From an optimization exercise on the open Yosys and OpenROAD flow, aimed at small area, a short achievable clock period and few clock cycles; shortcuts taken in it are not production practice.
Only simulation tests tie the RTL to the original design; equivalence was not proved.
Power figures rest on the tool's default switching activity, not on a simulated workload.

===== config.mk =====
export PLATFORM = sky130hd
export DESIGN_NAME = core
export DESIGN_NICKNAME = core
export VERILOG_FILES = /design/flow/design.v
export SDC_FILE = /design/flow/constraint.sdc
export NUM_CORES = 4
export LEC_CHECK = 0
export CAP_MARGIN = 20
export CORE_MARGIN = 2
export CORE_UTILIZATION = 55
export CTS_BUF_LIST = sky130_fd_sc_hd__clkbuf_8
export CTS_CLUSTER_DIAMETER = 60
export CTS_CLUSTER_SIZE = 18
export SLEW_MARGIN = 20
export TNS_END_PERCENT = 10

===== constraint.sdc =====
create_clock -name core_clock -period 10.0 [get_ports {clk}]
set_input_delay 2.0000 -clock core_clock [delete_from_list [all_inputs] [get_ports {clk}]]
set_output_delay 2.0000 -clock core_clock [all_outputs]
set_load 0.01 [all_outputs]

===== design.v =====
module core_add8 (
  input  logic [7:0] x,
  input  logic [7:0] y,
  input  logic       ci,
  output logic [7:0] s
);
  logic [7:0] g, p, g1, p1, g2, p2, g3;
  always_comb begin
    g = x & y;
    p = x ^ y;
    g[0] = g[0] | (p[0] & ci);
    g1 = g; p1 = p;
    for (int i = 1; i < 8; i += 2) begin
      g1[i] = g[i] | (p[i] & g[i-1]);
      p1[i] = p[i] & p[i-1];
    end
    g2 = g1; p2 = p1;
    for (int i = 2; i < 8; i++) begin
      if (i[1]) begin
        g2[i] = g1[i] | (p1[i] & g1[(i & 4) | 1]);
        p2[i] = p1[i] & p1[(i & 4) | 1];
      end
    end
    g3 = g2;
    for (int i = 4; i < 8; i++) begin
      g3[i] = g2[i] | (p2[i] & g2[3]);
    end
    s = p ^ {g3[6:0], ci};
  end
endmodule
module core_mul8 (
  input  logic [7:0] a,
  input  logic [7:0] b,
  output logic [7:0] p
);
  logic pp0_0, pp0_1, pp0_2, pp0_3, pp0_4, pp0_5, pp0_6, pp0_7, pp1_0, pp1_1, pp1_2, pp1_3, pp1_4, pp1_5, pp1_6, pp2_0, pp2_1, pp2_2, pp2_3, pp2_4, pp2_5, pp3_0, pp3_1, pp3_2, pp3_3, pp3_4, pp4_0, pp4_1, pp4_2, pp4_3, pp5_0, pp5_1, pp5_2, pp6_0, pp6_1, pp7_0, s0, c0, s1, c1, s2, c2, s3, c3, s4, c4, s5, c5, s6, c6, s7, c7, s8, c8, s9, c9, s10, c10, s11, c11, s12, c12, s13, c13, s14, c14, s15, c15, s16, c16, s17, c17, s18, c18, s19, c19, s20, c20;
  logic [7:0] x, y;
  assign pp0_0 = a[0] & b[0];
  assign pp0_1 = a[1] & b[0];
  assign pp0_2 = a[2] & b[0];
  assign pp0_3 = a[3] & b[0];
  assign pp0_4 = a[4] & b[0];
  assign pp0_5 = a[5] & b[0];
  assign pp0_6 = a[6] & b[0];
  assign pp0_7 = a[7] & b[0];
  assign pp1_0 = a[0] & b[1];
  assign pp1_1 = a[1] & b[1];
  assign pp1_2 = a[2] & b[1];
  assign pp1_3 = a[3] & b[1];
  assign pp1_4 = a[4] & b[1];
  assign pp1_5 = a[5] & b[1];
  assign pp1_6 = a[6] & b[1];
  assign pp2_0 = a[0] & b[2];
  assign pp2_1 = a[1] & b[2];
  assign pp2_2 = a[2] & b[2];
  assign pp2_3 = a[3] & b[2];
  assign pp2_4 = a[4] & b[2];
  assign pp2_5 = a[5] & b[2];
  assign pp3_0 = a[0] & b[3];
  assign pp3_1 = a[1] & b[3];
  assign pp3_2 = a[2] & b[3];
  assign pp3_3 = a[3] & b[3];
  assign pp3_4 = a[4] & b[3];
  assign pp4_0 = a[0] & b[4];
  assign pp4_1 = a[1] & b[4];
  assign pp4_2 = a[2] & b[4];
  assign pp4_3 = a[3] & b[4];
  assign pp5_0 = a[0] & b[5];
  assign pp5_1 = a[1] & b[5];
  assign pp5_2 = a[2] & b[5];
  assign pp6_0 = a[0] & b[6];
  assign pp6_1 = a[1] & b[6];
  assign pp7_0 = a[0] & b[7];
  assign s0 = pp0_6 ^ pp1_5;
  assign c0 = pp0_6 & pp1_5;
  assign s1 = pp0_7 ^ pp1_6 ^ pp2_5;
  assign c1 = (pp0_7 & pp1_6) | (pp0_7 & pp2_5) | (pp1_6 & pp2_5);
  assign s2 = pp3_4 ^ pp4_3;
  assign c2 = pp3_4 & pp4_3;
  assign s3 = pp0_4 ^ pp1_3;
  assign c3 = pp0_4 & pp1_3;
  assign s4 = pp0_5 ^ pp1_4 ^ pp2_3;
  assign c4 = (pp0_5 & pp1_4) | (pp0_5 & pp2_3) | (pp1_4 & pp2_3);
  assign s5 = pp3_2 ^ pp4_1;
  assign c5 = pp3_2 & pp4_1;
  assign s6 = s0 ^ pp2_4 ^ pp3_3;
  assign c6 = (s0 & pp2_4) | (s0 & pp3_3) | (pp2_4 & pp3_3);
  assign s7 = pp4_2 ^ pp5_1 ^ pp6_0;
  assign c7 = (pp4_2 & pp5_1) | (pp4_2 & pp6_0) | (pp5_1 & pp6_0);
  assign s8 = s1 ^ s2 ^ pp5_2;
  assign c8 = (s1 & s2) | (s1 & pp5_2) | (s2 & pp5_2);
  assign s9 = pp6_1 ^ pp7_0 ^ c0;
  assign c9 = (pp6_1 & pp7_0) | (pp6_1 & c0) | (pp7_0 & c0);
  assign s10 = pp0_3 ^ pp1_2;
  assign c10 = pp0_3 & pp1_2;
  assign s11 = s3 ^ pp2_2 ^ pp3_1;
  assign c11 = (s3 & pp2_2) | (s3 & pp3_1) | (pp2_2 & pp3_1);
  assign s12 = s4 ^ s5 ^ pp5_0;
  assign c12 = (s4 & s5) | (s4 & pp5_0) | (s5 & pp5_0);
  assign s13 = s6 ^ s7 ^ c4;
  assign c13 = (s6 & s7) | (s6 & c4) | (s7 & c4);
  assign s14 = s8 ^ s9 ^ c6;
  assign c14 = (s8 & s9) | (s8 & c6) | (s9 & c6);
  assign s15 = pp0_2 ^ pp1_1;
  assign c15 = pp0_2 & pp1_1;
  assign s16 = s10 ^ pp2_1 ^ pp3_0;
  assign c16 = (s10 & pp2_1) | (s10 & pp3_0) | (pp2_1 & pp3_0);
  assign s17 = s11 ^ pp4_0 ^ c10;
  assign c17 = (s11 & pp4_0) | (s11 & c10) | (pp4_0 & c10);
  assign s18 = s12 ^ c3 ^ c11;
  assign c18 = (s12 & c3) | (s12 & c11) | (c3 & c11);
  assign s19 = s13 ^ c5 ^ c12;
  assign c19 = (s13 & c5) | (s13 & c12) | (c5 & c12);
  assign s20 = s14 ^ c7 ^ c13;
  assign c20 = (s14 & c7) | (s14 & c13) | (c7 & c13);
  assign x = {s20, s19, s18, s17, s16, s15, pp0_1, pp0_0};
  assign y = {c19, c18, c17, c16, c15, pp2_0, pp1_0, 1'b0};
  core_add8 u_add (.x(x), .y(y), .ci(1'b0), .s(p));
endmodule
module core_alu #(
  parameter int W = 8
) (
  input  logic [3:0]   op,
  input  logic         sub,    
  input  logic [W-1:0] a,
  input  logic [W-1:0] b,
  output logic [W-1:0] fast,
  output logic [W-1:0] mul
);
  localparam logic [3:0] OP_ADD = 4'h1;
  localparam logic [3:0] OP_SUB = 4'h2;
  localparam logic [3:0] OP_AND = 4'h4;
  localparam logic [3:0] OP_OR  = 4'h5;
  localparam logic [3:0] OP_XOR = 4'h6;
  logic [7:0] sum;
  core_add8 u_add (.x(a), .y(b ^ {8{sub}}), .ci(sub), .s(sum));
  core_mul8 u_mul (.a(a), .b(b), .p(mul));
  always_comb begin
    case (op)
      OP_ADD, OP_SUB: fast = sum;
      OP_AND:         fast = a & b;
      OP_OR:          fast = a | b;
      OP_XOR:         fast = a ^ b;
      default:        fast = b;       
    endcase
  end
endmodule
module core #(
  parameter int REG_SIZE   = 8,
  parameter int ADDR_SIZE  = 8,
  parameter int INSN_SIZE  = 16,
  parameter int INSN_COUNT = 16
) (
  input  logic                            clk,
  input  logic                            reset,
  input  logic                            init_R0_flag,
  input  logic [REG_SIZE-1:0]             init_R0_data,
  input  logic [INSN_SIZE*INSN_COUNT-1:0] insn_data,
  input  logic                            Start,
  output logic                            Ready,
  output logic [1:0]                      enable_M,
  output logic [ADDR_SIZE-1:0]            addr_M,
  output logic [REG_SIZE-1:0]             wr_data_M,
  input  logic [REG_SIZE-1:0]             rd_data_M,
  input  logic                            ready_M
);
  localparam logic [3:0] OP_NOP  = 4'h0;
  localparam logic [3:0] OP_MUL  = 4'h3;
  localparam logic [3:0] OP_SET  = 4'h7;
  localparam logic [3:0] OP_LD   = 4'h8;
  localparam logic [3:0] OP_ST   = 4'h9;
  localparam logic [3:0] OP_BNZ  = 4'hA;
  localparam logic [3:0] OP_STOP = 4'hF;
  logic                 run_q;
  logic [15:0][15:0]    buf_q;
  logic [15:0][7:0]     regs_q;
  logic [15:0]          ir1_q;
  logic [3:0]           pc1_q;
  logic                 idv_q;      
  logic [3:0]           op2_q, rd2_q;
  logic                 ld2_q, st2_q, wr2_q, mul2_q, sub2_q;
  logic [7:0]           opa_q, opb_q, adr_q;    
  logic [7:0] alu_fast, alu_mul, wdata, fwd;
  logic       we2, ex_stall;
  core_alu #(.W(REG_SIZE)) u_alu (
    .op  (op2_q),
    .sub (sub2_q),
    .a   (opa_q),
    .b   (opb_q),
    .fast(alu_fast),
    .mul (alu_mul)
  );
  assign we2      = wr2_q | ld2_q;
  assign wdata    = ld2_q ? rd_data_M : (mul2_q ? alu_mul : alu_fast);
  assign fwd      = ld2_q ? rd_data_M : alu_fast;
  assign ex_stall = (ld2_q | st2_q) & !ready_M;
  assign enable_M  = {st2_q, ld2_q};
  assign addr_M    = adr_q;
  assign wr_data_M = opa_q;
  assign Ready     = !run_q;
  logic [3:0]  r_op, r_aidx, r_bidx, s_op, s_aidx, s_bidx;
  logic        r_use_a, r_use_b, r_fa, r_fb, r_bnz, s_bnz;
  logic [3:0]  op1, rd1, aidx, bidx;
  logic [7:0]  imm1, rda, rdb, vala, valb, fsrc;
  logic        fa, fb, is_set1;
  logic [15:0] nzf;
  logic        taken, id_stall, endb;
  logic [3:0]  pc_next;
  logic [15:0] fetched;
  assign r_op    = ir1_q[15:12];
  assign r_aidx  = ir1_q[7:4];
  assign r_bidx  = ir1_q[15] ? ir1_q[11:8] : ir1_q[3:0];
  assign r_bnz   = (r_op == OP_BNZ);
  assign r_use_a = (r_op != OP_NOP) && (r_op < OP_SET || r_op == OP_LD || r_op == OP_ST);
  assign r_use_b = (r_op != OP_NOP) && (r_op < OP_SET || r_op == OP_ST);
  assign r_fa    = (rd2_q == r_aidx);
  assign r_fb    = (rd2_q == r_bidx);
  assign s_op    = insn_data[15:12];
  assign s_aidx  = insn_data[7:4];
  assign s_bidx  = insn_data[15] ? insn_data[11:8] : insn_data[3:0];
  assign s_bnz   = (s_op == OP_BNZ);
  assign op1     = run_q ? r_op : s_op;
  assign rd1     = run_q ? ir1_q[11:8] : insn_data[11:8];
  assign imm1    = run_q ? ir1_q[7:0] : insn_data[7:0];
  assign aidx    = run_q ? r_aidx : s_aidx;
  assign bidx    = run_q ? r_bidx : s_bidx;
  assign is_set1 = (op1 == OP_SET);
  always_comb begin
    rda = '0;
    rdb = '0;
    for (int k = 0; k < 16; k++) begin
      rda = rda | (regs_q[k] & {8{aidx == 4'(k)}});
      rdb = rdb | (regs_q[k] & {8{bidx == 4'(k)}});
    end
  end
  assign fsrc = run_q ? fwd : init_R0_data;
  assign fa   = run_q ? (we2 && rd2_q == aidx) : (init_R0_flag && aidx == 4'd0);
  assign fb   = run_q ? (we2 && rd2_q == bidx) : (init_R0_flag && bidx == 4'd0);
  assign vala = fa ? fsrc : rda;
  assign valb = is_set1 ? imm1 : (fb ? fsrc : rdb);
  always_comb begin
    for (int k = 0; k < 16; k++) nzf[k] = (regs_q[k] != 8'd0);
  end
  assign id_stall = run_q ? ((r_bnz && we2 && rd2_q == ir1_q[11:8]) ||
                             (mul2_q && ((r_use_a && r_fa) || (r_use_b && r_fb))))
                          : s_bnz;
  assign taken    = r_bnz && nzf[ir1_q[11:8]];
  logic [15:0] isnop;
  logic [3:0]  pc_inc1, pc_seq;
  logic        skip;
  always_comb begin
    for (int k = 0; k < 16; k++)
      isnop[k] = (buf_q[k][15:12] == OP_NOP) ||
                 (buf_q[k][15:12] >= 4'hB && buf_q[k][15:12] <= 4'hE);
  end
  assign pc_inc1 = pc1_q + 4'd1;
  assign skip    = isnop[pc_inc1];
  assign pc_seq  = skip ? pc1_q + 4'd2 : pc_inc1;
  assign pc_next = run_q ? (taken ? ir1_q[3:0] : pc_seq) : {3'd0, !s_bnz};
  logic [15:0] fsel;
  logic [15:0] fbuf;
  logic        fstop;
  always_comb begin
    fbuf  = '0;
    fstop = 1'b0;
    for (int k = 0; k < 16; k++) begin
      fsel[k] = taken ? (ir1_q[3:0] == 4'(k)) : (pc_seq == 4'(k));
      fbuf  = fbuf | (buf_q[k] & {16{fsel[k]}});
      fstop = fstop | (fsel[k] && buf_q[k][15:12] == OP_STOP);
    end
  end
  assign fetched  = run_q ? fbuf
                          : (s_bnz ? insn_data[15:0] : insn_data[31:16]);
  assign endb     = run_q ? (fstop ||
                             (!taken && (pc1_q == 4'd15 || (pc1_q == 4'd14 && skip))))
                          : (!s_bnz && insn_data[31:28] == OP_STOP);
  logic ex_load, id_load;
  assign ex_load = run_q ? (idv_q && !id_stall) : (Start && !s_bnz);
  assign id_load = !run_q || (idv_q && !id_stall && !ex_stall);
  always_ff @(posedge clk) begin
    if (reset) begin
      run_q <= 1'b0;
      ld2_q <= 1'b0;
      st2_q <= 1'b0;
      wr2_q <= 1'b0;
    end else begin
      if (!run_q) run_q <= Start && (s_op != OP_STOP);
      else if (!ex_stall && !idv_q) run_q <= 1'b0;
      if (!ex_stall) begin
        ld2_q <= ex_load && (op1 == OP_LD);
        st2_q <= ex_load && (op1 == OP_ST);
        wr2_q <= ex_load && (op1 != OP_NOP) && (op1 <= OP_SET);
      end
    end
  end
  always_ff @(posedge clk) begin
    if (!ex_stall) begin
      op2_q  <= op1;
      mul2_q <= ex_load && (op1 == OP_MUL);
      sub2_q <= (op1 == 4'h2);
      rd2_q  <= rd1;
      opa_q  <= vala;
      opb_q  <= valb;
      adr_q  <= (op1 == OP_LD) ? vala : valb;
    end
    if (id_load) begin
      ir1_q <= fetched;
      pc1_q <= pc_next;
      idv_q <= !endb;
    end
  end
  always_ff @(posedge clk) begin
    if (!run_q) buf_q <= insn_data;
  end
  logic       wen;
  logic [7:0] wd;
  always_comb begin
    if (reset) begin
      wd  = '0;
      wen = 1'b1;
    end else if (run_q) begin
      wd  = wdata;
      wen = we2;
    end else begin
      wd  = init_R0_data;
      wen = init_R0_flag;
    end
  end
  always_ff @(posedge clk) begin
    for (int k = 0; k < 16; k++) begin
      if (wen && (reset || (run_q ? (rd2_q == 4'(k)) : (k == 0)))) regs_q[k] <= wd;
    end
  end
endmodule

===== flow/run.sh =====
#!/bin/bash
# Layout: the standard flow (standard.sh) with three changes:
#  - port buffers of the smallest drive (buffer_ports -buffer_cell buf_1);
#    repair resizes the ones that need more;
#  - no adder cells in synthesis (ADDER_MAP_FILE empty), so abc maps the
#    arithmetic together with the logic around it;
#  - timing repair aims at a larger setup slack margin.
# make's output goes to flow.log; each step's own log is under orfs/logs/.
set -uo pipefail
bash standard.sh "ADDER_MAP_FILE=" "SETUP_SLACK_MARGIN=6.2" \
  "BUFFER_PORTS_ARGS=-buffer_cell sky130_fd_sc_hd__buf_1" finish > flow.log 2>&1

===== standard.sh =====
#!/bin/bash
# synth_recipe.tcl (not shown) runs the flow's synth.tcl, then flattens the netlist and writes it again
# the make line also repeats each setting of config.mk as NAME=value (left out here)
make -C /OpenROAD-flow-scripts/flow DESIGN_CONFIG=/design/flow/config.mk WORK_HOME=/design/flow/orfs CLKGATE_MAP_FILE= SYNTH_SCRIPT=/design/flow/synth_recipe.tcl "${@:-finish}"

==> results of run 1 <==
==> flip-flops by register name, indices dropped and copies added (netlist names), 4 cells and up <==
register,count
adr_q,8
buf_q,256
ir1_q,16
op2_q,4
opa_q,8
opb_q,8
pc1_q,4
rd2_q,4
regs_q,128
==> power groups by stage <==
stage | clock network [mW] | logic [mW] | registers [mW]
2_1_floorplan | 0 | 2.06 | 2.53
3_3_place_gp | 0 | 2.59 | 2.85
3_5_place_dp | 0 | 2.62 | 2.84
4_1_cts | 1.08 | 3.15 | 2.74
5_1_grt | 1.15 | 3.71 | 2.77
6_report | 1.07 | 3.53 | 2.77
==> cells by family (layout without fill, tap and decap cells) <==
logic type | count (synthesis) | after routing | synth area share [%]
flops | 443 | 443 | 57.6
fa+ha+maj | 8 | 8 | 0.348
simple gates | 607 | 609 | 13.3
compound gates | 590 | 591 | 19.0
buf+inv | 177 | 626 | 3.27
mux | 64 | 65 | 3.28
xor+xnor | 81 | 81 | 3.20
other cells | 0 | 1 | 0
==> how the worst max path moves through the flow <==
stage	endpoint	slack, ns	cells after the start
after floorplan	adr_q[2]$_DFFE_PN_	5.91	12
after global placement	adr_q[4]$_DFFE_PN_	4.58	7
after detailed placement	adr_q[0]$_DFFE_PN_	4.50	7
after CTS	adr_q[5]$_DFFE_PN_	5.96	8
after global routing	adr_q[4]$_DFFE_PN_	5.99	11
final	opb_q[4]$_DFFE_PN_	5.98	14
==> what timing repair did <==
action / 4_1_cts / 5_1_grt
setup endpoints to repair: 122 / 154
setup buffers: 90 / 80
resized for setup: 126 / 94
hold buffers: 0 / 0
cloned: 10 / 1
pin swaps: 36 / 56
hold endpoints to repair: 0 / 0
==> layout make-up <==
type,count,area [um^2]
clock inverters,23,246
repair buffers,498,3010
diodes,1,2.50
clock buffers,36,495
well taps,532,666
inverters,67,272
repair inverters,2,17.5
flip-flops and latches,443,13300
fillers,3000,12900
multi-input cells,1354,10200
==> metal layers <==
| metal | GRT usage [%] | vias up | wire [um] |
|---|---|---|---|
| li1 | - | 8722 | - |
| met1 | 51.9 | 10100 | 31800 |
| met2 | 64.3 | 1803 | 41300 |
| met3 | 9.12 | 394 | 11000 |
| met4 | 20.7 | 2 | 6110 |
| met5 | 0 | - | 12 |
==> cell usage after synthesis (all sizes together) (13+ instances only) <==
library cell	instances	area (um^2)
a211oi	24	185
mux2	20	229
and3	16	100
a22o	46	403
inv	67	251
a31oi	31	215
nand4	41	257
o221ai	15	131
a21boi	13	97.6
nand2b	28	175
nand3	60	300
nor2b	24	150
edfxtp	439	13200
nor3	47	245
a32oi	13	114
buf	45	258
clkbuf	65	245
a22oi	77	578
xor2	17	149
o31ai	13	108
nor2	100	378
nor4	52	338
a21oi	94	470
nand2	175	659
and2	18	115
mux2i	38	393
a221oi	59	523
xnor2	62	543
o211ai	14	105
o21ai	62	314
==> metrics by stage <==
stage | total power, mW | hold slack, ns | setup WS, ns | util, %
after floorplan | 4.59 | 0.432 | 5.91 | -
after global placement | 5.44 | 0.445 | 4.58 | 60.1
after detailed placement | 5.47 | 0.472 | 4.50 | 60.2
after CTS | 6.97 | 0.486 | 5.96 | 65.8
after global routing | 7.63 | 0.509 | 5.99 | 68.6
final | 7.37 | 0.476 | 5.98 | 68.6
==> worst max-delay path, cell delays in order <==
cell,delay [ns]
buf_12,0.12
buf_16,0.14
o32a_1,0.35
nor2_1,0.13
a21oi_2,0.08
buf_4,0.20
nor2_2,0.44
a22oi_1,0.17
and4_1,0.25
nand4_1,0.09
o211ai_1,0.15
o21ai_2,0.15
buf_4,0.16
buf_4,0.10
==> run_results.csv, run 1 <==
group,metric,value,unit
final_layout,final_common_cell,"edfxtp_1",
routing,drt-vias-per-instance,7.10,
synth,synth_fp_nets,2247,
placed_design,placed_area,0.0247,mm^2
die,fp-row-count,74,
pwr,power_leakage,9.75,nW
clocking,cts_sinks,443,
sta,slew_headroom,21.5,%
job,cap_viol_max_count,0,
pwr,p_switching,3.11,mW
final_layout,nets,2679,
synth,yosysSeqAreaShare,57.6,%
pwr,p_int,4.26,mW
synth,synth_cells,1970,
synth,syn-cell-area,0.0230,mm^2
setup_path,cp-start-kind,"primary input",
synth,synth_cell_types,96,
pwr,swShare,42.2,%
sta,setup_viol,0,
sta,skew,0.0635,ns
routing,ant_nets,0,
routing,vias,21000,
sta,clock.fmax,249,MHz
routing,finalWirelength,90200,um
pwr,vdd_drop_max,0.200,mV
final_layout,fin_area,0.0282,mm^2
routing,wl_per_cell,30.5,um
clocking,clk_pin_slew,0.11,ns
routing,drcViolationCount,0,
setup_path,crit_start,"insn_data[15]",
setup_path,r2r_cells,11,
synth,synth-edff-count,439,
setup_path,cp_max_fo,8,
placed_design,dpl.hpwl,60700,um
setup_path,worstReg2RegEnd,"ir1_q[3]$_DFFE_PP_",
synth,ys_warn_count,3,
clocking,cts_buffers,36,
routing,drt_iter0_markers,3181,
pwr,powerDensity,262,mW/mm^2
setup_path,regToRegSetupSlack,6.00,ns
setup_path,r2r_start,"regs_q[10]$_DFFE_PP_",
pwr,power_frac_clock,14.6,%
final_layout,drive_gt1_share,19.7,%
die,coreArea,0.0411,mm^2
placed_design,dp_cells,2714,
placed_design,gp_congestion,1.13,
synth,synth-seq-cells,443,
min_path,whs_path_depth,2,
clocking,cts-root-buf,"clkbuf_8",
grt,grt_overflow,0,
setup_path,cp.required,10.52,ns
clocking,cts_tree,"done",
synth,syn_area_per_cell,11.7,um^2
routing,dr.pass1.iters,7,
grt,grt_max_degree,79,
clocking,htree_num_levels,2,
sta,finalCritPeriodShare,40.2,%
clocking,clk_latency,0.68,ns
grt,grt_pass1_vias,19600,
synth,ys.flop_type,"edfxtp_1",
die,pin_count,296,
sta,tns,0,ns
grt,grt_util_all_layers,40.3,%
sta,rsz0062_at_grt,"true",
die,die_area,0.0436,mm^2
final_layout,final_cell_mix,"edfxtp_1 (439), buf_1 (286), nand2_1 (172)",
min_path,holdCritPathClass,"register to register",
sta,hold_viol_final,0,
sta,layout_min_cycle_time,4.02,ns
grt,grt_pass1_wl,129000,um
setup_path,crit_type,"primary input to register",
grt,grt_antenna_before_repair,2,
final_layout,area_growth,22.3,%
setup_path,critPathCaptureType,"register",
min_path,min-delay-start,"wr2_q$_SDFFE_PP0N_",
synth,synthArstFlopShare,0,%
min_path,worstHoldEndpoint,"wr2_q$_SDFFE_PP0N_",
die,start_util,56.1,%
placed_design,io_buffers,295,
sta,slew_violations,0,
sta,worst_slew_pin_slew,1.17,ns
setup_path,arrival,4.54,ns
pwr,combinationalPowerShare,47.8,%
outcome,status,"complete, no violations",
pwr,seq_power_share,37.6,%
die,die_w,209,um
final_layout,layout.cells.non_filler,2956,
clocking,cts_buffer_depth,3,
die,die_y,209,um
Testbench counts, summed over its fixed seeds: cycles 7,731.
==> run 2, diff against run 1 <==
--- a/design.v
+++ b/design.v
@@ -261,10 +261,7 @@
   logic [15:0] fbuf;
-  logic        fstop;
   always_comb begin
-    fbuf  = '0;
-    fstop = 1'b0;
+    fbuf = '0;
     for (int k = 0; k < 16; k++) begin
       fsel[k] = taken ? (ir1_q[3:0] == 4'(k)) : (pc_seq == 4'(k));
-      fbuf  = fbuf | (buf_q[k] & {16{fsel[k]}});
-      fstop = fstop | (fsel[k] && buf_q[k][15:12] == OP_STOP);
+      fbuf = fbuf | (buf_q[k] & {16{fsel[k]}});
     end
@@ -273,3 +270,3 @@
                           : (s_bnz ? insn_data[15:0] : insn_data[31:16]);
-  assign endb     = run_q ? (fstop ||
+  assign endb     = run_q ? ((fetched[15:12] == OP_STOP) ||
                              (!taken && (pc1_q == 4'd15 || (pc1_q == 4'd14 && skip))))
--- a/flow/run.sh
+++ b/flow/run.sh
@@ -9,3 +9,3 @@
 set -uo pipefail
-bash standard.sh "ADDER_MAP_FILE=" "SETUP_SLACK_MARGIN=6.2" \
+bash standard.sh "ADDER_MAP_FILE=" "SETUP_SLACK_MARGIN=6.0" \
   "BUFFER_PORTS_ARGS=-buffer_cell sky130_fd_sc_hd__buf_1" finish > flow.log 2>&1
--- a/config.mk
+++ b/config.mk
@@ -9,7 +9,7 @@
 export CORE_MARGIN = 2
-export CORE_UTILIZATION = 55
+export CORE_UTILIZATION = 50
 export CTS_BUF_LIST = sky130_fd_sc_hd__clkbuf_8
 export CTS_CLUSTER_DIAMETER = 60
-export CTS_CLUSTER_SIZE = 18
+export CTS_CLUSTER_SIZE = 16
 export SLEW_MARGIN = 20
-export TNS_END_PERCENT = 10
+export TNS_END_PERCENT = 30
==> run 2 against run 1 <==
  * Worst hold slack improved by 0.052 ns
  * First-iteration DRC count is 21% lower
  * Sequential cell count is the same
  * Highest routed layer unchanged
  * Still clean on timing, DRC and antenna
  * Routed wire length decreased by 8.7%
  * Non-clock buffer count down 32
  * Largest cell class unchanged
  * Cell count fell by 6.8%
  * Via count decreased by 13%
  * Combinational power grew 2%
  * Core utilization is 6.9 points lower
  * Clock power grew 9%
==> run_results.csv, run 2 <==
group,metric,value,unit
setup_path,cp.required,10.48,ns
routing,wl_per_cell,29.9,um
sta,finalCritPeriodShare,41.8,%
synth,syn-cell-area,0.0217,mm^2
routing,dr.pass1.iters,9,
clocking,cts-root-buf,"clkbuf_8",
sta,worst_slew_pin_slew,1.02,ns
routing,finalWirelength,82400,um
job,cap_viol_max_count,0,
placed_design,io_buffers,295,
setup_path,r2r_cells,12,
min_path,whs_path_depth,2,
synth,synthArstFlopShare,0,%
clocking,cts_hold_buf,0,
grt,grt_overflow,0,
pwr,power_leakage,9.07,nW
synth,yosys.cell_count.top_type,"edfxtp_1",
synth,synth-seq-cells,443,
final_layout,largest_reg_flops,256,
synth,yosys.area.top_type_share,60.8,%
synth,synthAdderAreaFrac,0.554,%
die,die_y,212,um
die,coreArea,0.0430,mm^2
pwr,vdd_drop_max,0.132,mV
sta,setup_viol,0,
die,pin_count,296,
routing,drcViolationCount,0,
setup_path,worstReg2RegEnd,"idv_q$_DFFE_PP_",
sta,clock.fmax,239,MHz
clocking,cts_buffer_depth,3,
synth,ys.flop_type,"edfxtp_1",
sta,slew_violations,0,
synth,synthXorXnorAreaFrac,3.68,%
synth,synth_cell_types,89,
clocking,htree_num_levels,2,
sta,slew_headroom,31.5,%
grt,grt_pass1_wl,117000,um
synth,synth_compound_area_share,17.4,%
setup_path,r2r_start,"buf_q[61]$_DFFE_PN_",
routing,ant_nets,0,
final_layout,area_growth,22.2,%
synth,synth_fp_nets,2006,
synth,ys_top_cells_by_area,"edfxtp_1 (61%), a22oi_1 (2.9%), xnor2_1 (2.8%)",
clocking,cts_buffers,39,
die,start_util,50.4,%
outcome,status,"complete, no violations",
setup_path,cp-start-kind,"register",
min_path,worstHoldEndpoint,"st2_q$_SDFFE_PP0N_",
setup_path,cp_max_fo,5,
grt,grt_antenna_before_repair,1,
synth,yosys.area_share.simple,11.4,%
setup_path,arrival,4.65,ns
sta,rsz0062_at_grt,"true",
setup_path,critPathCaptureType,"register",
clocking,clk_pin_slew,0.10,ns
synth,synth-edff-count,439,
final_layout,nets,2429,
synth,synth_cells,1729,
synth,synth_commonest_cells,"edfxtp_1 (439), nand2_1 (135), nor2_1 (108)",
synth,synth_top_cell_by_area,"edfxtp_1",
synth,synthMuxAreaShare,3.65,%
clocking,clk_latency,0.65,ns
setup_path,regToRegSetupSlack,5.82,ns
synth,yosysSeqAreaShare,61.2,%
die,die_w,212,um
routing,drt_iter0_markers,2498,
sta,layout_setup_ws,5.82,ns
clocking,cts_sinks,443,
die,die_area,0.0450,mm^2
min_path,holdCritPathClass,"register to register",
final_layout,top_regs,"buf_q: 256 flops, regs_q: 128 flops, ir1_q: 16 flops",
synth,ys_warn_count,3,
final_layout,drive_gt1_share,19.2,%
grt,grt_max_degree,92,
grt,grt_pass1_vias,17700,
placed_design,gp_congestion,1.04,
placed_design,place_ws,4.45,ns
setup_path,crit_type,"register to register",
sta,layout_min_cycle_time,4.18,ns
sta,hold_viol_final,0,
final_layout,antenna_cells,0,
sta,skew,0.0503,ns
die,fp-row-count,76,
final_layout,final_common_cell,"edfxtp_1",
synth,syn_area_per_cell,12.5,um^2
min_path,min-delay-start,"st2_q$_SDFFE_PP0N_",
routing,drt-vias-per-instance,6.66,
placed_design,dpl.hpwl,57800,um
grt,grt_util_all_layers,36.0,%
final_layout,final_cell_mix,"edfxtp_1 (439), buf_1 (286), buf_4 (143)",
sta,tns,0,ns
clocking,cts_tree,"done",
synth,synth_top_family_by_area,"compound AO/OA/AOI/OAI gates",
final_layout,top_register,"buf_q",
routing,vias,18300,
pwr,powerDensity,286,mW/mm^2
[run 2: cell families (layout without fill, tap and decap cells)]
kind of cell    after synthesis  count (layout)
flops                       443             443
compound gates              498             500
fa+ha+maj                    12              12
xor+xnor                     91              91
buf+inv                     114             552
simple gates                496             497
mux                          75              75
[run 2: worst max path at each step]
stage | start | endpoint | slack, ns | cells past startpoint
final | buf_q[61]$_DFFE_PN_ | idv_q$_DFFE_PP_ | 5.82 | 12
after global routing | buf_q[254]$_DFFE_PN_ | idv_q$_DFFE_PP_ | 5.78 | 13
after CTS | regs_q[64]$_DFFE_PP_ | idv_q$_DFFE_PP_ | 5.91 | 14
after detailed placement | insn_data[15] | adr_q[6]$_DFFE_PN_ | 4.45 | 10
after global placement | insn_data[15] | adr_q[6]$_DFFE_PN_ | 4.49 | 10
after floorplan | insn_data[15] | adr_q[3]$_DFFE_PN_ | 5.82 | 12
[run 2: layout make-up]
type | count | area (um^2)
clock buffers | 39 | 537
fillers | 3466 | 16500
repair buffers | 466 | 2610
flip-flops and latches | 443 | 13300
inverters | 27 | 116
multi-input cells | 1175 | 8940
clock inverters | 20 | 289
well taps | 585 | 732
[run 2: metal layers]
metal	global-route usage (%)	up-vias	wire [um]
li1	-	7761	-
met5	0	-	13
met4	15.9	2	4290
met2	58.7	1349	39100
met1	47.3	8932	31000
met3	6.45	298	8040
[run 2: critical path: stages (launching register included)]
cell and delay [ns]:
edfxtp_1 0.42, or4_1 0.55, a32oi_1 0.24, o2111ai_2 0.24, nand2_4 0.16, mux2_4 0.31, o41a_1 0.53, buf_4 0.19
a222oi_1 0.33, nor2_1 0.10, or4b_4 0.59, and3_4 0.17, a31oi_1 0.16
[run 2: report_power, final]
part	total, mW	switching (mW)	internal, mW
clock	1.17	0.654	0.514
sequential	2.82	0.399	2.42
combinational	3.60	2.05	1.55
[run 2: what timing repair did]
item	CTS	global route
pin swaps	23	54
setup buffers	80	66
endpoints found under the setup margin	95	45
gates cloned	2	3
hold endpoints to repair	0	0
resized for setup	97	85
[run 2: stage by stage]
stage          hold slack, ns  instance area (um^2)  utilization, %  instances  power, mW
2_1_floorplan           0.476                 21900               -       1729       4.58
3_3_place_gp            0.504                 23600            54.8       2544       5.48
3_5_place_dp            0.512                 23600            54.8       2544       5.51
4_1_cts                 0.525                 25500            59.3       2685       7.06
5_1_grt                 0.579                 26500            61.6       2755       7.86
6_report                0.528                 26500            61.6       2755       7.58
Testbench counts of run 2, summed over its fixed seeds: cycles 7,731.
==> run 3, diff against run 2 <==
--- a/design.v
+++ b/design.v
@@ -181,3 +181,3 @@
   logic                 ld2_q, st2_q, wr2_q, mul2_q, sub2_q;
-  logic [7:0]           opa_q, opb_q, adr_q;    
+  logic [7:0]           opa_q, opb_q;
   logic [7:0] alu_fast, alu_mul, wdata, fwd;
@@ -197,3 +197,3 @@
   assign enable_M  = {st2_q, ld2_q};
-  assign addr_M    = adr_q;
+  assign addr_M    = ld2_q ? opa_q : opb_q;
   assign wr_data_M = opa_q;
@@ -256,3 +256,6 @@
   assign pc_inc1 = pc1_q + 4'd1;
-  assign skip    = isnop[pc_inc1];
+  always_comb begin
+    skip = 1'b0;
+    for (int k = 0; k < 16; k++) skip = skip | (isnop[k] && pc_inc1 == 4'(k));
+  end
   assign pc_seq  = skip ? pc1_q + 4'd2 : pc_inc1;
@@ -300,3 +303,2 @@
       opb_q  <= valb;
-      adr_q  <= (op1 == OP_LD) ? vala : valb;
     end
--- a/flow/run.sh
+++ b/flow/run.sh
@@ -9,3 +9,3 @@
 set -uo pipefail
-bash standard.sh "ADDER_MAP_FILE=" "SETUP_SLACK_MARGIN=6.0" \
+bash standard.sh "ADDER_MAP_FILE=" "SETUP_SLACK_MARGIN=6.2" \
   "BUFFER_PORTS_ARGS=-buffer_cell sky130_fd_sc_hd__buf_1" finish > flow.log 2>&1
--- a/config.mk
+++ b/config.mk
@@ -9,3 +9,3 @@
 export CORE_MARGIN = 2
-export CORE_UTILIZATION = 50
+export CORE_UTILIZATION = 55
 export CTS_BUF_LIST = sky130_fd_sc_hd__clkbuf_8
@@ -14,2 +14,2 @@
 export SLEW_MARGIN = 20
-export TNS_END_PERCENT = 30
+export TNS_END_PERCENT = 10
==> run 3 against run 2 <==
  * Still clean
  * Worst setup slack improved by 0.064 ns
  * Sequential share of layout area increased by 0.56 points
  * Sequential cell count decreased by 8
  * Maximum frequency increased by 1.6%
==> run_results.csv, run 3 <==
group,metric,value,unit
clocking,cts_hold_buf,0,
routing,wl_per_cell,29.0,um
routing,finalWirelength,79700,um
synth,ys_warn_count,3,
grt,grt_util_all_layers,38.1,%
grt,grt_pass1_wl,115000,um
clocking,htree_num_levels,2,
final_layout,final_cell_mix,"edfxtp_1 (431), buf_1 (287), nand2_1 (155)",
placed_design,dpl.hpwl,56700,um
grt,grt_pass1_vias,17900,
sta,tns,0,ns
routing,ant_nets,0,
pwr,power_leakage,8.67,nW
sta,clock.fmax,243,MHz
routing,drcViolationCount,0,
die,die_w,203,um
sta,layout_min_cycle_time,4.12,ns
synth,ys.flop_type,"edfxtp_1",
synth,synth-edff-count,431,
synth,syn_area_per_cell,11.9,um^2
sta,finalCritPeriodShare,41.2,%
job,cap_viol_max_count,0,
final_layout,top_regs,"buf_q: 256 flops, regs_q: 128 flops, ir1_q: 16 flops",
synth,ys_top_cells_by_area,"edfxtp_1 (60%), a22oi_1 (4.3%), nand2_1 (2.7%)",
routing,drt_iter0_markers,2540,
sta,setup_viol,0,
sta,worst_slew_pin_slew,1.13,ns
synth,synthArstFlopShare,0,%
setup_path,cp.required,10.35,ns
synth,synth_cell_types,80,
die,die_area,0.0410,mm^2
outcome,status,"complete, no violations",
pwr,vdd_drop_max,0.230,mV
grt,grt_max_degree,213,
clocking,cts_tree,"done",
pwr,p_total,7.59,mW
synth,yosys.cell_count.top_type,"edfxtp_1",
final_layout,nets,2478,
synth,synth_commonest_cells,"edfxtp_1 (431), nand2_1 (158), nor2_1 (135)",
clocking,clk_latency,0.67,ns
pwr,powerDensity,295,mW/mm^2
final_layout,drive_gt1_share,15.2,%
setup_path,cp-start-kind,"primary input",
placed_design,io_buffers,295,
die,pin_count,296,
synth,synth_cells,1824,
clocking,cts-root-buf,"clkbuf_8",
sta,slew_violations,0,
die,fp-row-count,72,
sta,hold_viol_final,0,
die,die_y,203,um
setup_path,crit_type,"primary input to register",
routing,drt-vias-per-instance,6.86,
clocking,cts_buffers,40,
sta,rsz0062_at_grt,"true",
synth,syn-cell-area,0.0217,mm^2
final_layout,largest_reg_flops,256,
grt,grt_antenna_before_repair,4,
setup_path,critPathCaptureType,"register",
placed_design,gp_congestion,1.05,
synth,yosysSeqAreaShare,60.1,%
synth,synth_top_cell_by_area,"edfxtp_1",
clocking,cts_sinks,435,
setup_path,cp_max_fo,6,
clocking,cts_buffer_depth,3,
synth,yosys.area.top_type_share,59.7,%
final_layout,area_growth,18.6,%
min_path,holdCritPathClass,"register to register",
sta,whs,0.471,ns
synth,synth_fp_nets,2101,
sta,slew_headroom,24.1,%
die,start_util,56.0,%
routing,vias,18800,
clocking,clk_pin_slew,0.09,ns
routing,dr.pass1.iters,8,
die,coreArea,0.0387,mm^2
grt,grt_overflow,0,
sta,skew,0.0526,ns
final_layout,final_common_cell,"edfxtp_1",
setup_path,arrival,4.46,ns
synth,synth-seq-cells,435,
final_layout,top_register,"buf_q",
==> run 3: area by class of cell <==
type                            instances  area (um^2)
Antenna cell                            5         12.5
Clock buffer                           42          578
Clock inverter                         20          233
Fill cell                            2958        13000
Inverter                               39          166
Multi-Input combinational cell       1262         8890
Sequential cell                       435        13000
Tap cell                              518          648
Timing Repair Buffer                  423         2170
==> run 3: critical path: stages <==
cell,delay (ns)
buf_1,0.15
mux2i_2,0.54
or2_2,0.26
nor2_1,0.16
buf_4,0.22
a221oi_1,0.34
nand3_1,0.19
o21ai_0,0.43
o21ai_0,0.16
==> run 3: what timing repair did <==
action	CTS	global route
setup buffers	51	46
resized for setup	101	54
pin swaps	46	18
endpoints found under the setup margin	93	90
gates cloned	1	1
==> run 3: stage by stage <==
stage	area (um^2)	util [%]	worst slack [ns]	instances
4_1_cts	25100	64.9	5.95	2691
5_1_grt	25700	66.4	5.84	2740
6_report	25700	66.4	5.88	2744
3_5_place_dp	23500	60.6	4.77	2577
3_3_place_gp	23400	60.5	4.70	2576
2_1_floorplan	21900	-	6.08	1824
==> run 3: path summary, 6_finish.rpt <==
path / startpoint / endpoint / slack, ns / cells after the start
worst max-delay path: insn_data[4] / opa_q[7]$_DFFE_PN_ / 5.88 / 9
worst min-delay path: wr2_q$_SDFFE_PP0N_ / wr2_q$_SDFFE_PP0N_ / 0.47 / 2
worst max register to register: pc1_q[0]$_DFFE_PP_ / ir1_q[7]$_DFFE_PP_ / 5.91 / 14
worst min register to register: wr2_q$_SDFFE_PP0N_ / wr2_q$_SDFFE_PP0N_ / 0.47 / 2
==> run 3: layer usage <==
metal  vias to the layer above  wire length, um  GRT usage [%]
li1                       8014                -              -
met1                      9029            29200           49.6
met2                      1460            37300           61.5
met3                       304             8670           7.45
met4                         4             4500           18.5
met5                         -               26              0
==> run 3: cells by family after synthesis <==
kind of cell | synth area share (%)
muxes | 2.86
AOI/OAI and AO/OA | 18.2
adders and majority gates | 0.554
xor gates and xnor gates | 3.35
buffers and inverters | 2.31
DFF | 60.1
and+or+nand+nor | 12.6
==> run 3: power breakdown <==
part	internal (mW)	total [mW]	switching (mW)
sequential	2.42	2.82	0.404
clock	0.465	1.12	0.659
combinational	1.48	3.64	2.16
total	4.36	7.59	3.23
Testbench counts of run 3, summed over its fixed seeds: cycles 7,731.
==> run 4, diff against run 3 <==
--- a/flow/run.sh
+++ b/flow/run.sh
@@ -6,6 +6,7 @@
 #    arithmetic together with the logic around it;
-#  - timing repair aims at a larger setup slack margin.
+#  - timing repair aims at a larger setup slack margin, and runs after
+#    global routing only (not after clock tree synthesis).
 # make's output goes to flow.log; each step's own log is under orfs/logs/.
 set -uo pipefail
-bash standard.sh "ADDER_MAP_FILE=" "SETUP_SLACK_MARGIN=6.2" \
+bash standard.sh "ADDER_MAP_FILE=" "SETUP_SLACK_MARGIN=6.2" "SKIP_CTS_REPAIR_TIMING=1" \
   "BUFFER_PORTS_ARGS=-buffer_cell sky130_fd_sc_hd__buf_1" finish > flow.log 2>&1
==> run 4 against run 3 <==
  * Highest routed layer unchanged
  * Sequential cell count unchanged
  * Still clean on timing, DRC and antenna
  * Maximum frequency decreased by 0.79%
  * Global-route usage decreased by 0.73 points
  * Clock-buffer cell count unchanged
  * Combinational power decreased by 4%
==> run_results.csv, run 4 <==
group,metric,value,unit
setup_path,critPathCaptureType,"register",
sta,layout_min_cycle_time,4.15,ns
routing,ant_nets,0,
final_layout,nets,2461,
placed_design,gp_congestion,1.05,
clocking,clk_latency,0.66,ns
final_layout,top_register,"buf_q",
die,fp-row-count,72,
pwr,powerDensity,294,mW/mm^2
clocking,cts_tree,"done",
clocking,cts_buffer_depth,3,
synth,syn_area_per_cell,11.9,um^2
routing,drt-vias-per-instance,6.89,
final_layout,multi_input_area,0.00873,mm^2
pwr,p_total,7.49,mW
setup_path,worstReg2RegEnd,"ir1_q[7]$_DFFE_PP_",
routing,dr.pass1.iters,8,
grt,grt_max_degree,213,
die,die_y,203,um
sta,worst_slew_pin_slew,1.14,ns
routing,drcViolationCount,0,
final_layout,fill_cells,2977,
synth,synth_fp_nets,2101,
sta,slew_headroom,23.8,%
synth,synth-edff-count,431,
die,die_area,0.0410,mm^2
grt,grt_pass1_wl,113000,um
routing,vias,18800,
clocking,cts-root-buf,"clkbuf_8",
final_layout,layout.cells.non_filler,2726,
clocking,cts_buffers,40,
placed_design,place_ws,4.77,ns
final_layout,largest_reg_flops,256,
placed_design,dp_cells,2577,
synth,synth-seq-cells,435,
sta,skew,0.0501,ns
placed_design,io_buffers,295,
setup_path,setup.worst_path.end,"opb_q[5]$_DFFE_PN_",
synth,yosys.cell_count.top_type,"edfxtp_1",
clocking,clk_pin_slew,0.09,ns
placed_design,dpl.hpwl,56700,um
synth,ys_top_cells_by_area,"edfxtp_1 (60%), a22oi_1 (4.3%), nand2_1 (2.7%)",
die,die_w,203,um
routing,wl_per_cell,29.2,um
pwr,p_int,4.31,mW
synth,synth_commonest_cells,"edfxtp_1 (431), nand2_1 (158), nor2_1 (135)",
pwr,p_switching,3.18,mW
routing,drt_iter0_markers,2621,
die,pin_count,296,
sta,tns,0,ns
sta,rsz0062_at_grt,"true",
pwr,seq_power_share,38.1,%
setup_path,arrival,4.48,ns
clocking,cts_sinks,435,
job,cap_viol_max_count,0,
synth,synth_cell_types,80,
pwr,vdd_drop_max,0.231,mV
final_layout,fin_area,0.0255,mm^2
final_layout,area_growth,17.5,%
placed_design,placed_area,0.0235,mm^2
pwr,power_frac_clock,15.0,%
final_layout,final_common_cell,"edfxtp_1",
sta,clock.fmax,241,MHz
synth,ys.flop_type,"edfxtp_1",
pwr,power_leakage,8.53,nW
clocking,htree_num_levels,2,
sta,layout_setup_ws,5.85,ns
setup_path,r2r_start,"pc1_q[2]$_SDFFCE_PN0P_",
sta,slew_violations,0,
final_layout,drive_gt1_share,14.0,%
min_path,holdCritPathClass,"register to register",
final_layout,top_regs,"buf_q: 256 flops, regs_q: 128 flops, ir1_q: 16 flops",
die,coreArea,0.0387,mm^2
grt,grt_pass1_vias,17500,
final_layout,final_cell_mix,"edfxtp_1 (431), buf_1 (291), nand2_1 (155)",
synth,yosysSeqAreaShare,60.1,%
pwr,combinationalPowerShare,46.9,%
synth,syn-cell-area,0.0217,mm^2
die,start_util,56.0,%
synth,synth_cells,1824,
final_layout,seqCellArea,0.0130,mm^2
routing,finalWirelength,79600,um
setup_path,cp.required,10.33,ns
outcome,status,"complete, no violations",
setup_path,cp-start-kind,"primary input",
setup_path,crit_type,"primary input to register",
setup_path,cp_max_fo,8,
synth,yosys.area.top_type_share,59.7,%
grt,grt_antenna_before_repair,5,
setup_path,regToRegSetupSlack,5.91,ns
sta,hold_viol_final,0,
synth,synthArstFlopShare,0,%
grt,grt_util_all_layers,37.3,%
sta,setup_viol,0,
sta,finalCritPeriodShare,41.5,%
setup_path,r2r_cells,15,
grt,grt_overflow,0,
pwr,swShare,42.5,%
synth,synth_top_cell_by_area,"edfxtp_1",
synth,ys_warn_count,3,
setup_path,crit_start,"insn_data[15]",
run 4: final cells by class:
type / instances / area share [%]
inverter: 39 / 0.653
antenna: 4 / 0.0393
clock inverter: 20 / 0.914
sequential: 435 / 51.1
clock buffer: 42 / 2.27
tap: 518 / 2.54
timing repair buffer: 406 / 8.16
multi-input combinational: 1262 / 34.3
run 4: per-layer routing:
metal	GRT usage [%]	part of all wire (%)	vias to the layer above
met3	7.88	11	290
met4	18.0	5.1	6
met2	60.3	47	1437
met1	48.4	37	9059
li1	-	-	7979
met5	0	0.051	-
run 4: worst min-delay path by stage:
stage | from | end | slack [ns] | cells past startpoint
3_5_place_dp | wr2_q$_SDFFE_PP0N_ | wr2_q$_SDFFE_PP0N_ | 0.45 | 2
4_1_cts | wr2_q$_SDFFE_PP0N_ | wr2_q$_SDFFE_PP0N_ | 0.47 | 2
3_3_place_gp | wr2_q$_SDFFE_PP0N_ | wr2_q$_SDFFE_PP0N_ | 0.44 | 2
5_1_grt | wr2_q$_SDFFE_PP0N_ | wr2_q$_SDFFE_PP0N_ | 0.49 | 2
2_1_floorplan | wr2_q$_SDFFE_PP0N_ | wr2_q$_SDFFE_PP0N_ | 0.43 | 2
6_report | wr2_q$_SDFFE_PP0N_ | wr2_q$_SDFFE_PP0N_ | 0.47 | 2
run 4: cells by family (layout without fill, tap and decap cells):
kind of cell | after synthesis | after routing | synth area share, %
buffers and inverters | 127 | 507 | 2.31
adders and majority gates | 12 | 12 | 0.554
muxes | 59 | 59 | 2.86
other | 0 | 4 | 0
and+or+nand+nor | 561 | 561 | 12.6
DFF | 435 | 435 | 60.1
xor gates and xnor gates | 83 | 83 | 3.35
AOI/OAI and AO/OA | 547 | 547 | 18.2
run 4: critical path, cell delays in order:
cell,delay (ns)
clkbuf_2,0.28
mux2i_1,0.15
o21ai_2,0.36
or2_4,0.25
nor2_4,0.10
a22o_1,0.31
a221oi_1,0.34
nand3_1,0.16
nor2_2,0.23
mux2_2,0.20
mux2i_1,0.07
run 4: power groups by stage:
stage	clock network, mW	logic [mW]	registers [mW]
floorplan	0	2.15	2.60
global placement	0	2.82	2.92
detailed placement	0	2.86	2.92
CTS	1.13	2.87	2.88
global route	1.19	3.72	2.87
finish	1.13	3.51	2.85
run 4: stage by stage:
step	hold WS, ns	util, %
2_1_floorplan	0.432	-
3_3_place_gp	0.440	60.5
3_5_place_dp	0.452	60.6
4_1_cts	0.467	62.6
5_1_grt	0.492	65.7
6_report	0.469	65.8
==> run 5, diff against run 4 <==
--- a/design.v
+++ b/design.v
@@ -180,4 +180,6 @@
   logic [3:0]           op2_q, rd2_q;
-  logic                 ld2_q, st2_q, wr2_q, mul2_q, sub2_q;
+  logic                 ld2_q, wr2_q, mul2_q, sub2_q;
   logic [7:0]           opa_q, opb_q;
+  logic [7:0]           adr_q, wd_q;
+  logic                 stp_q;
   logic [7:0] alu_fast, alu_mul, wdata, fwd;
@@ -195,6 +197,6 @@
   assign fwd      = ld2_q ? rd_data_M : alu_fast;
-  assign ex_stall = (ld2_q | st2_q) & !ready_M;
-  assign enable_M  = {st2_q, ld2_q};
-  assign addr_M    = ld2_q ? opa_q : opb_q;
-  assign wr_data_M = opa_q;
+  assign ex_stall = ld2_q & !ready_M;
+  assign enable_M  = {stp_q, ld2_q};
+  assign addr_M    = adr_q;
+  assign wr_data_M = wd_q;
   assign Ready     = !run_q;
@@ -244,2 +246,3 @@
   assign id_stall = run_q ? ((r_bnz && we2 && rd2_q == ir1_q[11:8]) ||
+                             ((r_op == OP_LD || r_op == OP_ST) && stp_q && !ready_M) ||
                              (mul2_q && ((r_use_a && r_fa) || (r_use_b && r_fb))))
@@ -256,6 +259,3 @@
   assign pc_inc1 = pc1_q + 4'd1;
-  always_comb begin
-    skip = 1'b0;
-    for (int k = 0; k < 16; k++) skip = skip | (isnop[k] && pc_inc1 == 4'(k));
-  end
+  assign skip    = isnop[pc_inc1];
   assign pc_seq  = skip ? pc1_q + 4'd2 : pc_inc1;
@@ -283,3 +283,3 @@
       ld2_q <= 1'b0;
-      st2_q <= 1'b0;
+      stp_q <= 1'b0;
       wr2_q <= 1'b0;
@@ -287,6 +287,6 @@
       if (!run_q) run_q <= Start && (s_op != OP_STOP);
-      else if (!ex_stall && !idv_q) run_q <= 1'b0;
+      else if (!ex_stall && !idv_q && !(stp_q && !ready_M)) run_q <= 1'b0;
+      stp_q <= (!ex_stall && ex_load && op1 == OP_ST) || (stp_q && !ready_M);
       if (!ex_stall) begin
         ld2_q <= ex_load && (op1 == OP_LD);
-        st2_q <= ex_load && (op1 == OP_ST);
         wr2_q <= ex_load && (op1 != OP_NOP) && (op1 <= OP_SET);
@@ -304,2 +304,6 @@
     end
+    if (!ex_stall && !(stp_q && !ready_M)) begin
+      adr_q <= (op1 == OP_LD) ? vala : valb;
+      wd_q  <= vala;
+    end
     if (id_load) begin
==> run 5 against run 4 <==
  * First-iteration DRC count decreased by 4.4%
  * Combinational power shrank 1%
  * Final area up 3.5%
  * Cell count decreased by 0.70%
  * Power decreased by 1.2%
  * Sequential cell count grew 16
  * Synthesized cell count fell by 2.4%
  * Critical endpoint is now adr_q[4]$_DFFE_PP_
  * Routed wire length down 1.6%
  * Die area up 2.2%
==> run_results.csv, run 5 <==
group,metric,value,unit
grt,use_met2,59.0,%
pwr,combinationalPowerShare,46.7,%
setup_path,r2r_cells,12,
placed_design,dpl.hpwl,56800,um
die,die_w,205,um
setup_path,crit_path_top_delay_cell,"nor2_1",
routing,drt_iter0_markers,2506,
clocking,cts_buffers,42,
setup_path,crit_type,"primary input to register",
pwr,p_int,4.33,mW
synth,syn-cell-area,0.0222,mm^2
synth,synth_cells,1781,
pwr,swShare,41.5,%
synth,yosys.area_share.simple,12.3,%
synth,syn_area_per_cell,12.4,um^2
clocking,cts_sinks,451,
synth,ys_top_cells_by_area,"edfxtp_1 (61%), a22oi_1 (2.5%), nand2_1 (2.5%)",
synth,yosys.cell_count.top_type,"edfxtp_1",
synth,synth-seq-cells,451,
final_layout,area_growth,18.9,%
pwr,p_switching,3.07,mW
synth,ys.flop_type,"edfxtp_1",
die,start_util,55.8,%
setup_path,r2r_start,"regs_q[71]$_DFFE_PP_",
final_layout,drive_gt1_share,16.6,%
die,coreArea,0.0397,mm^2
final_layout,nets,2440,
die,die_area,0.0419,mm^2
synth,synth_top_family_by_area,"compound AO/OA/AOI/OAI gates",
routing,vias,18400,
pwr,seq_power_share,38.1,%
sta,layout_min_cycle_time,4.25,ns
grt,grt_util_all_layers,36.4,%
clocking,htree_num_levels,2,
die,pin_count,296,
placed_design,gp_congestion,1.05,
grt,busiest_layer,"met2",
sta,slew_violations,0,
synth,synthMuxAreaShare,3.12,%
setup_path,cp_cell_sequence,"buf_1 > mux2i_4 > nand2b_1 > nor2_1 > a22o_1 > a221oi_1 > nand3_1 > nor2_2 > mux2i_1 > mux2_2",
setup_path,regToRegSetupSlack,5.83,ns
final_layout,final_cell_mix,"edfxtp_1 (447), buf_1 (289), nand2_1 (146)",
routing,drt-vias-per-instance,6.81,
clocking,cts-root-buf,"clkbuf_8",
setup_path,arrival,4.78,ns
setup_path,worstReg2RegEnd,"ir1_q[2]$_DFFE_PP_",
setup_path,cp.required,10.53,ns
clocking,clk_pin_slew,0.09,ns
setup_path,cp-start-kind,"primary input",
clocking,cts_buffer_depth,3,
min_path,min-delay-start,"wr2_q$_SDFFE_PP0N_",
routing,dr.pass1.iters,7,
synth,synthAdderAreaFrac,0.497,%
final_layout,top_register,"buf_q",
setup_path,critPathCaptureType,"register",
synth,synth_top_cell_by_area,"edfxtp_1",
grt,grt_pass1_wl,111000,um
sta,setup_viol,0,
sta,tns,0,ns
setup_path,slowest_delay,0.85,ns
pwr,vdd_drop_max,0.168,mV
final_layout,final_common_cell,"edfxtp_1",
sta,slew_headroom,28.4,%
min_path,holdCritPathClass,"register to register",
synth,synth_fp_nets,2058,
grt,grt_antenna_before_repair,1,
grt,grt_overflow,0,
routing,ant_nets,0,
pwr,power_frac_clock,15.1,%
placed_design,io_buffers,295,
synth,ys_warn_count,3,
final_layout,largest_reg_flops,256,
pwr,powerDensity,281,mW/mm^2
sta,skew,0.0255,ns
pwr,power_leakage,8.92,nW
min_path,worstHoldEndpoint,"wr2_q$_SDFFE_PP0N_",
final_layout,top_regs,"buf_q: 256 flops, regs_q: 128 flops, ir1_q: 16 flops",
clocking,clk_latency,0.66,ns
sta,hold_viol_final,0,
setup_path,cp_max_fo,8,
outcome,status,"complete, no violations",
synth,synth_commonest_cells,"edfxtp_1 (447), nand2_1 (147), nor2_1 (101)",
synth,yosys.area.top_type_share,60.5,%
die,fp-row-count,73,
die,die_y,205,um
sta,rsz0062_at_grt,"true",
synth,synthArstFlopShare,0,%
min_path,whs_path_depth,2,
synth,yosysSeqAreaShare,60.9,%
grt,grt_max_degree,88,
routing,drcViolationCount,0,
routing,finalWirelength,78300,um
synth,synthXorXnorAreaFrac,3.60,%
synth,synth-edff-count,447,
routing,wl_per_cell,28.9,um
sta,layout_setup_ws,5.75,ns
sta,clock.fmax,235,MHz
sta,finalCritPeriodShare,42.5,%
sta,worst_slew_pin_slew,1.07,ns
job,cap_viol_max_count,0,
grt,grt_util_met3,7.02,%
grt,grt_pass1_vias,17100,
synth,synth_compound_area_share,17.5,%
placed_design,place_ws,4.35,ns
clocking,cts_tree,"done",
synth,synth_cell_types,77,
grt,globalRouteMet1Util,47.6,%
==> run 5: layer usage <==
| metal | vias to the layer above | wire length, um | part of all wire [%] |
|---|---|---|---|
| met5 | - | 0 | 0 |
| met3 | 298 | 8090 | 10 |
| met4 | 0 | 4320 | 5.5 |
| li1 | 7927 | - | - |
| met1 | 8914 | 28800 | 37 |
| met2 | 1290 | 37100 | 47 |
==> run 5: cell families after synthesis <==
family / Yosys count
AO/OA/AOI/OAI: 513
XOR/XNOR: 87
adder cells (fa/ha/maj): 11
buffers and inverters: 118
flip-flops: 451
multiplexers: 66
AND/OR/NAND/NOR: 535
==> run 5: how the worst max path moves through the flow <==
stage / startpoint / end / slack (ns) / cells past startpoint
3_5_place_dp: insn_data[15] / adr_q[5]$_DFFE_PP_ / 4.35 / 12
6_report: insn_data[6] / adr_q[4]$_DFFE_PP_ / 5.75 / 10
5_1_grt: insn_data[7] / adr_q[4]$_DFFE_PP_ / 5.69 / 10
2_1_floorplan: insn_data[15] / adr_q[3]$_DFFE_PP_ / 5.77 / 11
3_3_place_gp: insn_data[15] / adr_q[5]$_DFFE_PP_ / 4.35 / 12
4_1_cts: ir1_q[15]$_DFFE_PP_ / idv_q$_DFFE_PP_ / 4.76 / 14
==> run 5: stage by stage <==
stage / total power, mW / cells / cell area, um^2 / hold slack [ns] / util [%]
6_report: 7.40 / 2707 / 26400 / 0.497 / 66.3
5_1_grt: 7.68 / 2706 / 26400 / 0.520 / 66.3
4_1_cts: 6.72 / 2608 / 24800 / 0.499 / 62.4
3_3_place_gp: 5.58 / 2546 / 24000 / 0.471 / 60.4
2_1_floorplan: 4.66 / 1781 / 22300 / 0.459 / -
3_5_place_dp: 5.62 / 2546 / 24000 / 0.483 / 60.4
==> run 5: area by class of cell <==
cell class                 instances  area [um^2]
sequential                       451        13500
fill                            3018        13400
multi-input combinational       1214         9090
timing repair buffer             422         2180
tap                              525          657
clock buffer                      44          606
clock inverter                    18          195
inverter                          32          131
antenna                            1         2.50
==> run 5: power by group through the flow <==
stage	sequential [mW]	combinational (mW)	clock (mW)
after floorplan	2.63	2.02	0
after global placement	2.92	2.66	0
after detailed placement	2.92	2.70	0
after CTS	2.88	2.72	1.12
after global routing	2.84	3.65	1.19
final	2.82	3.46	1.12
==> run 5: critical path: cells and delay by family <==
kind	cells	cell delay (ns)
multiplexers	3	0.87
buffers and inverters	1	0.25
AND/OR/NAND/NOR	4	1.35
AO/OA/AOI/OAI	2	0.30
Testbench counts of run 5, summed over its fixed seeds: cycles 7,544.
==> run 6, diff against run 5 <==
==> flow/run.sh (replaced) <==
#!/bin/bash
# Layout: the standard flow (standard.sh) with three changes:
#  - port buffers of the smallest drive (buffer_ports -buffer_cell buf_1);
#    repair resizes the ones that need more;
#  - no adder cells in synthesis (ADDER_MAP_FILE empty), so abc maps the
#    arithmetic together with the logic around it;
#  - timing repair aims at a larger setup slack margin.
# make's output goes to flow.log; each step's own log is under orfs/logs/.
set -uo pipefail
bash standard.sh "ADDER_MAP_FILE=" "SETUP_SLACK_MARGIN=6.2" \
  "BUFFER_PORTS_ARGS=-buffer_cell sky130_fd_sc_hd__buf_1" finish > flow.log 2>&1
==> run 6 against run 5 <==
  * Clock skew is 0.0023 ns lower
  * Global-route usage is 0.91 points higher
  * Synthesized cell count stayed put
  * Clock-buffer cell count stayed put
  * Worst hold slack worse by 0.00074 ns
  * Critical path depth is 3 higher
  * Die area stayed put
  * Critical endpoint unchanged
  * Still clean on timing, DRC and antenna
==> run_results.csv, run 6 <==
group,metric,value,unit
outcome,status,"complete, no violations",
synth,synth_top_family_by_area,"compound AO/OA/AOI/OAI gates",
min_path,min-delay-start,"wr2_q$_SDFFE_PP0N_",
routing,drcViolationCount,0,
synth,ys.flop_type,"edfxtp_1",
grt,grt_util_all_layers,37.3,%
sta,tns,0,ns
placed_design,gp_congestion,1.05,
routing,wl_per_cell,29.2,um
synth,ys_warn_count,3,
synth,synth-seq-cells,451,
pwr,p_switching,3.14,mW
synth,synth_cell_types,77,
setup_path,arrival,4.69,ns
routing,drt-vias-per-instance,6.80,
sta,finalCritPeriodShare,41.7,%
clocking,clk_latency,0.65,ns
sta,skew,0.0232,ns
die,pin_count,296,
final_layout,area_growth,20.9,%
grt,grt_antenna_before_repair,3,
setup_path,r2r_cells,13,
clocking,cts_tree,"done",
grt,grt_pass1_vias,17500,
die,coreArea,0.0397,mm^2
die,die_area,0.0419,mm^2
placed_design,io_buffers,295,
grt,grt_overflow,0,
setup_path,crit_cells,13,
synth,synth_top_cell_by_area,"edfxtp_1",
placed_design,dp_cells,2546,
placed_design,dpl.hpwl,56800,um
clocking,cts_buffers,42,
final_layout,fin_area,0.0268,mm^2
setup_path,path_buf_inv,2,
pwr,seq_power_share,37.4,%
routing,vias,18600,
setup_path,critPathCaptureType,"register",
pwr,combinationalPowerShare,47.9,%
sta,clock.fmax,240,MHz
synth,synthXorXnorAreaFrac,3.60,%
setup_path,r2r_start,"pc1_q[0]$_DFFE_PP_",
routing,drt_iter0_markers,2406,
final_layout,layout.cells.non_filler,2739,
final_layout,final_cell_mix,"edfxtp_1 (447), buf_1 (286), nand2_1 (145)",
min_path,whs_path_depth,2,
synth,synthAdderAreaFrac,0.497,%
final_layout,nets,2470,
sta,slew_headroom,28.0,%
setup_path,cp_top_family,"simple AND/OR/NAND/NOR gates",
pwr,vdd_drop_max,0.187,mV
pwr,power_frac_clock,14.8,%
min_path,holdCritPathClass,"register to register",
final_layout,drive_gt1_share,18.6,%
sta,setup_viol,0,
min_path,worstHoldEndpoint,"wr2_q$_SDFFE_PP0N_",
sta,layout_min_cycle_time,4.17,ns
sta,worst_slew_pin_slew,1.08,ns
setup_path,cp_max_fo,8,
routing,finalWirelength,79900,um
job,cap_viol_max_count,0,
synth,synthArstFlopShare,0,%
setup_path,cp-start-kind,"primary input",
setup_path,cp.required,10.52,ns
clocking,htree_num_levels,2,
setup_path,cp_cell_sequence,"buf_2 > mux2_2 > nor3_1 > a31oi_4 > buf_12 > nor2_4 > a22o_1 > a221oi_1 > nand3_1 > nor2_1 > mux2_2 > a21oi_1 > mux2_2",
setup_path,critPathMostFrequentCell,"mux2_2",
die,fp-row-count,73,
grt,grt_max_degree,88,
die,die_y,205,um
synth,yosys.cell_count.top_type,"edfxtp_1",
die,die_w,205,um
setup_path,slowest_delay,0.35,ns
pwr,p_int,4.42,mW
sta,rsz0062_at_grt,"true",
synth,synth-edff-count,447,
pwr,p_total,7.56,mW
clocking,cts_buffer_depth,3,
sta,slew_violations,0,
pwr,swShare,41.5,%
final_layout,final_common_cell,"edfxtp_1",
synth,syn-cell-area,0.0222,mm^2
synth,ys_top_cells_by_area,"edfxtp_1 (61%), a22oi_1 (2.5%), nand2_1 (2.5%)",
placed_design,placed_area,0.0240,mm^2
synth,synth_fp_nets,2058,
setup_path,crit_type,"primary input to register",
final_layout,top_register,"buf_q",
synth,yosysSeqAreaShare,60.9,%
clocking,clk_pin_slew,0.09,ns
synth,synth_commonest_cells,"edfxtp_1 (447), nand2_1 (147), nor2_1 (101)",
final_layout,largest_reg_flops,256,
setup_path,crit_path_top_delay_cell,"nor2_4",
clocking,cts_sinks,451,
clocking,cts-root-buf,"clkbuf_8",
synth,synthMuxAreaShare,3.12,%
synth,synth_compound_area_share,17.5,%
synth,syn_area_per_cell,12.4,um^2
routing,ant_nets,0,
synth,synth_cells,1781,
final_layout,top_regs,"buf_q: 256 flops, regs_q: 128 flops, ir1_q: 16 flops",
setup_path,worstReg2RegEnd,"ir1_q[1]$_DFFE_PP_",
clocking,cts_hold_buf,0,
die,start_util,55.8,%
setup_path,regToRegSetupSlack,5.95,ns
sta,hold_viol_final,0,
grt,grt_pass1_wl,113000,um
synth,yosys.area.top_type_share,60.5,%
routing,dr.pass1.iters,6,
synth,yosys.area_share.simple,12.3,%
pwr,power_leakage,9.15,nW
sta,whs,0.496,ns
pwr,powerDensity,282,mW/mm^2
-- run 6: cell counts after synthesis --
No cell type changed its count.
-- run 6: cell families (layout without fill, tap and decap cells) --
group | after synthesis | count (layout)
AOI/OAI and AO/OA | 513 | 513
xor gates and xnor gates | 87 | 87
adders and majority gates | 11 | 11
buffers and inverters | 118 | 547
DFF | 451 | 451
muxes | 66 | 66
other | 0 | 3
and+or+nand+nor | 535 | 536
-- run 6: area by class of cell --
| cell class | instances | area, um^2 |
|---|---|---|
| Clock buffer | 44 | 606 |
| Multi-Input combinational cell | 1213 | 9210 |
| Inverter | 32 | 128 |
| Antenna cell | 3 | 7.51 |
| Sequential cell | 451 | 13500 |
| Fill cell | 2973 | 12900 |
| Tap cell | 525 | 657 |
| Clock inverter | 18 | 195 |
| Timing Repair Buffer | 453 | 2500 |
-- run 6: worst max path at each step --
stage                                   from                 end
final                           insn_data[1]  adr_q[4]$_DFFE_PP_
after global routing      pc1_q[0]$_DFFE_PP_  ir1_q[6]$_DFFE_PP_
after CTS                      insn_data[15]  adr_q[5]$_DFFE_PP_
after detailed placement       insn_data[15]  adr_q[5]$_DFFE_PP_
after global placement         insn_data[15]  adr_q[5]$_DFFE_PP_
after floorplan                insn_data[15]  adr_q[3]$_DFFE_PP_
-- run 6: tightest hold or removal path, stage by stage, from the launching register on --
cell      delay, ns
dfxtp_1        0.33
nand3b_1       0.08
a21oi_1        0.05
-- run 6: power groups by stage --
stage               sequential, mW  combinational, mW  clock (mW)
global placement              2.92               2.66           0
detailed placement            2.92               2.70           0
CTS                           2.84               3.11        1.12
finish                        2.82               3.62        1.12
floorplan                     2.63               2.02           0
global route                  2.84               3.81        1.19
-- run 6: repair_timing --
| action | in CTS | in global routing |
|---|---|---|
| resized for setup | 102 | 111 |
| pin swaps | 17 | 44 |
| cloned | 1 | 4 |
| endpoints found under the hold margin | 0 | 0 |
| setup buffers | 56 | 67 |
| setup endpoints to repair | 87 | 98 |
-- run 6: per-stage QoR --
step                util, %  setup WS (ns)
global route           67.5           5.82
CTS                    64.7           5.90
finish                 67.5           5.83
floorplan                 -           5.77
detailed placement     60.4           4.35
global placement       60.4           4.35
-- run 6: per-layer routing --
metal  track usage (%)  wire [um]  part of all wire [%]
met1              48.4      29400                    37
met2              60.2      37800                    47
met3              7.30       8010                    10
met5                 0          0                     0
met4              18.1       4670                   5.8

## port drivers added, routing unchanged
In the flow no input, the clock included, has a driving cell. The finished layouts below were timed again as built, in two steps.
Step 1, drivers: a clkbuf_16 drives clk and a buf_2 each remaining input, both assumed.
Step 2 times the ports against the registers' clock, not the clock port: input delays grow and output delays shrink by t, the midpoint of the rising clock arrivals with the driver on.
Three values: no drivers, after step 1, after step 2; two values: the first two.
run | t, ns | setup WS [ns]
run 1 | 0.705 | 5.977 / 5.984 / 5.279
run 2 | 0.684 | 5.821 / 5.821 / 5.285
run 3 | 0.692 | 5.885 / 5.874 / 5.222
run 4 | 0.691 | 5.852 / 5.884 / 5.193
run 5 | 0.699 | 5.749 / 5.776 / 5.077
run 6 | 0.696 | 5.829 / 5.736 / 5.040
After both steps setup and hold are still met in every run listed.
